From an optimization exercise on the open Yosys and OpenROAD flow, aimed at small area; shortcuts taken in it are not production practice.
Only simulation tests tie the RTL to the original design; equivalence was not proved.
Power is estimated from default activity; no workload was simulated.

run a:
==> flow/design.v (excerpt) <==
module gauge_command_stepper_display (
  input  logic                             clk,
  input  logic                             rst,
  input  logic                             in_valid,
  output logic                             in_ready,
  input  logic [1:0]                       in_func,
  input  logic [7:0]                       in_rx_byte,
  output logic                             out_valid,
  input  logic                             out_ready,
  output logic                             out_kind,
  output logic [7:0]                       out_value,
  output logic                             out_lcd_is_data,
  input  logic                             cfg_wen,
  input  logic [gcsd_pkg::CFG_INDEX_W-1:0] cfg_index,
  input  logic [gcsd_pkg::CFG_DATA_W-1:0]  cfg_data
);
  logic       in_acc, byte_en, tick, poll;
  logic       tgt_a_we, tgt_b_we, char_we;
  logic [7:0] operand_hi;
  logic [7:0] drive;
  logic       at_col0, row, busy, rd_done;
  logic [7:0] rd_data;
  logic       o_valid;
  logic       o_kind;
  logic       o_is_data;
  logic [7:0] o_value;
  assign in_ready = !o_valid && !busy;
  assign in_acc   = in_valid && in_ready;
  assign byte_en  = in_acc && (in_func == 2'd0);
  assign tick     = in_acc && (in_func == 2'd1);
  assign poll     = in_acc && (in_func == 2'd2);
  gcsd_frame u_frame (
    .clk        (clk),
    .rst        (rst),
    .byte_en    (byte_en),
    .rx_byte    (in_rx_byte),
    .tgt_a_we   (tgt_a_we),
    .tgt_b_we   (tgt_b_we),
  ...
Size in the first run: roughly 420 flip-flops, roughly 76 I/O pins, about 15000 µm² of cells after synthesis.
clock: 5.0 ns
lec_check: 0
cap_margin: 20
core_margin: 2
core_utilization: 65
cts_buf_list: sky130_fd_sc_hd__clkbuf_4
cts_cluster_diameter: 50
cts_cluster_size: 10
place_density: 0.75
slew_margin: 20
run.sh (not shown) runs the stock make flow with config.mk's settings and CLKGATE_MAP_FILE= SYNTH_SCRIPT=/design/flow/synth_recipe.tcl, a recipe that flattens the netlist after the stock synthesis.
Run a did not stop at any stage, and its layout met the timing, design-rule and antenna checks.
Input changes introduced in run b (baseline for comparison: run a):
- a change of CTS_BUF_LIST from sky130_fd_sc_hd__clkbuf_4 to sky130_fd_sc_hd__clkbuf_8
- a change of CTS_CLUSTER_DIAMETER from 50 to 60
- a change of CTS_CLUSTER_SIZE from 10 to 16
==> flow/flow/run.sh (new file) <==
#!/bin/bash
# The standard layout with two changes:
#  - synthesis maps the logic with an area-oriented ABC script (flow/abc_area.script)
#    in place of ORFS's speed script; everything else in synthesis is unchanged;
#  - the port buffers are made from the smallest buffer cell.
set -euo pipefail
here=$PWD
rm -rf scripts_area
cp -r "$FLOW_HOME/scripts" scripts_area
cp flow/abc_area.script scripts_area/abc_speed.script
bash standard.sh "SCRIPTS_DIR=$here/scripts_area" synth > synth.log 2>&1
bash standard.sh "BUFFER_PORTS_ARGS=-buffer_cell sky130_fd_sc_hd__buf_1" finish > layout.log 2>&1
==> flow/flow/abc_area.script (new file) <==
strash
balance; rewrite; refactor; balance; rewrite; rewrite -z; balance; refactor -z; rewrite -z; balance
dch -f
amap
topo
dnsize -c
==> flow/standard.sh (new file) <==
#!/bin/bash
# synth_recipe.tcl (not shown) runs the flow's synth.tcl, then flattens the netlist and writes it again
# the make line also repeats each setting of config.mk as NAME=value (left out here)
make -C /OpenROAD-flow-scripts/flow DESIGN_CONFIG=/design/flow/config.mk WORK_HOME=/design/flow/orfs CLKGATE_MAP_FILE= SYNTH_SCRIPT=/design/flow/synth_recipe.tcl "${@:-finish}"
removed: flow/run.sh
FAIL run b @ global routing (5_1_grt): tool exited with error. Run b gives less area fraction in and, or, nand and nor cells after synthesis than run a did. Netlist area before placement was higher in the run labelled run a. Per the comparison of run b with run a, number of rows created at floorplan went down 5.4%; number of placed cells counting well taps went up 57.

========
Another version of the RTL of gauge_command_stepper_display (not shown whole).
Size in the first run: ~1,200 cells after synthesis, roughly 76 I/O pins, roughly 14,000 sq um of cells after synthesis.
// gauge_command_stepper_display
module gauge_command_stepper_display (
  input  logic                             clk,
  input  logic                             rst,
  input  logic                             in_valid,
  output logic                             in_ready,
  input  logic [1:0]                       in_func,
  input  logic [7:0]                       in_rx_byte,
  output logic                             out_valid,
  input  logic                             out_ready,
  output logic                             out_kind,
  output logic [7:0]                       out_value,
  output logic                             out_lcd_is_data,
  input  logic                             cfg_wen,
  input  logic [gcsd_pkg::CFG_INDEX_W-1:0] cfg_index,
  input  logic [gcsd_pkg::CFG_DATA_W-1:0]  cfg_data
);
  logic       in_acc, byte_en, tick, poll;
  logic       tgt_a_we, tgt_b_we, char_we;
  logic [7:0] operand_hi;
  logic [7:0] drive;
  logic       at_col0, row, busy, rd_done;
  logic [7:0] rd_data;
  logic       o_valid;
  logic       o_kind;
  logic       o_is_data;
  logic [7:0] o_value;
  assign in_ready = !o_valid && !busy;
  assign in_acc   = in_valid && in_ready;
  assign byte_en  = in_acc && (in_func == 2'd0);
  assign tick     = in_acc && (in_func == 2'd1);
  ...
clock: 5.0 ns
lec_check: 0
cap_margin: 20
core_margin: 2
core_utilization: 40
cts_buf_list: sky130_fd_sc_hd__clkbuf_8
cts_cluster_diameter: 60
cts_cluster_size: 16
slew_margin: 20
standard.sh (not shown) runs the stock make flow with config.mk's settings and CLKGATE_MAP_FILE= SYNTH_SCRIPT=/design/flow/synth_recipe.tcl, a recipe that flattens the netlist after the stock synthesis.
==> flow/flow/run.sh <==
#!/bin/bash
# The standard layout with two changes:
#  - synthesis maps the logic with an area-oriented ABC script (flow/abc_area.script)
#    in place of ORFS's speed script; everything else in synthesis is unchanged;
#  - the port buffers are made from the smallest buffer cell.
set -euo pipefail
here=$PWD
rm -rf scripts_area
cp -r "$FLOW_HOME/scripts" scripts_area
cp flow/abc_area.script scripts_area/abc_speed.script
bash standard.sh "SCRIPTS_DIR=$here/scripts_area" "ADDER_MAP_FILE=" synth > synth.log 2>&1
bash standard.sh "BUFFER_PORTS_ARGS=-buffer_cell sky130_fd_sc_hd__buf_1" finish > layout.log 2>&1
==> flow/flow/abc_area.script <==
strash
balance; rewrite; refactor; balance; rewrite; rewrite -z; balance; refactor -z; rewrite -z; balance
dch -f
amap
topo
dnsize -c
Change:
--- a/flow/flow/run.sh
+++ b/flow/flow/run.sh
@@ -2 +2 @@
-# The standard layout with two changes:
+# The standard layout with these changes:
@@ -4 +4,2 @@
-#    in place of ORFS's speed script; everything else in synthesis is unchanged;
+#    in place of ORFS's speed script, and leaves adders to ABC as plain logic
+#    (ADDER_MAP_FILE empty); everything else in synthesis is unchanged;
@@ -5,0 +7 @@
+# Each step's full output goes to its own log here: synth.log, layout.log.
- The changed run completed without violations
- core utilization stays the same
- final area does not change
- first-iteration DRC count is unchanged
- power is unchanged
Change:
--- a/flow/flow/run.sh
+++ b/flow/flow/run.sh
@@ -2 +2 @@
-# The standard layout with these changes:
+# The standard layout with two changes:
@@ -4,2 +4 @@
-#    in place of ORFS's speed script, and leaves adders to ABC as plain logic
-#    (ADDER_MAP_FILE empty); everything else in synthesis is unchanged;
+#    in place of ORFS's speed script; everything else in synthesis is unchanged;
@@ -7 +5,0 @@
-# Each step's full output goes to its own log here: synth.log, layout.log.
==> flow/flow/abc_area.script (replaced) <==
strash
dc2
dch -f
amap
topo
dnsize -c
Result: The changed run ran to the end with no violations. Via count goes up by 0.50%. Design area goes up by 0.32%. Synthesized cell count goes down by 0.85%. Register-to-register slack is about the same. Core utilization goes up by 0.94 points. Global-route usage is about the same. Count of clock-buffer cells in the layout goes down by 1.

## what the ideal ports hide
Ports are ideal in the flow. The routed layouts listed here were re-timed in OpenROAD.
Step 1: set_driving_cell puts a clkbuf_16 on clk and a buf_2 on each other input, an assumption about the parent block.
Step 2 also shifts input and output timing later by t, the mid clock arrival at the registers, as if the neighbouring blocks saw the same clock.
Three values: no drivers, after step 1, after step 2; two values: the first two.
run | t, ns | slack for setup (ns) | hold slack, ns | latest minus earliest clock arrival (ns) | slew at the worst register clock pin (ns)
run a | 0.760 | 0.857 / 0.857 / 0.857 | 0.319 / 0.319 / 0.319 | 0.062 / 0.061 | 0.12 / 0.12
the first run of note 2 | 0.662 | 0.712 / 0.712 / 0.712 | 0.328 / 0.328 / 0.328 | 0.034 / 0.034 | 0.11 / 0.11
the second run of note 2 | 0.662 | 0.712 / 0.712 / 0.712 | 0.328 / 0.328 / 0.328 | 0.034 / 0.034 | 0.11 / 0.11
the third run of note 2 | 0.589 | 0.724 / 0.724 / 0.724 | 0.329 / 0.329 / 0.329 | 0.028 / 0.029 | 0.11 / 0.11
After both steps setup and hold are still met in every run listed.
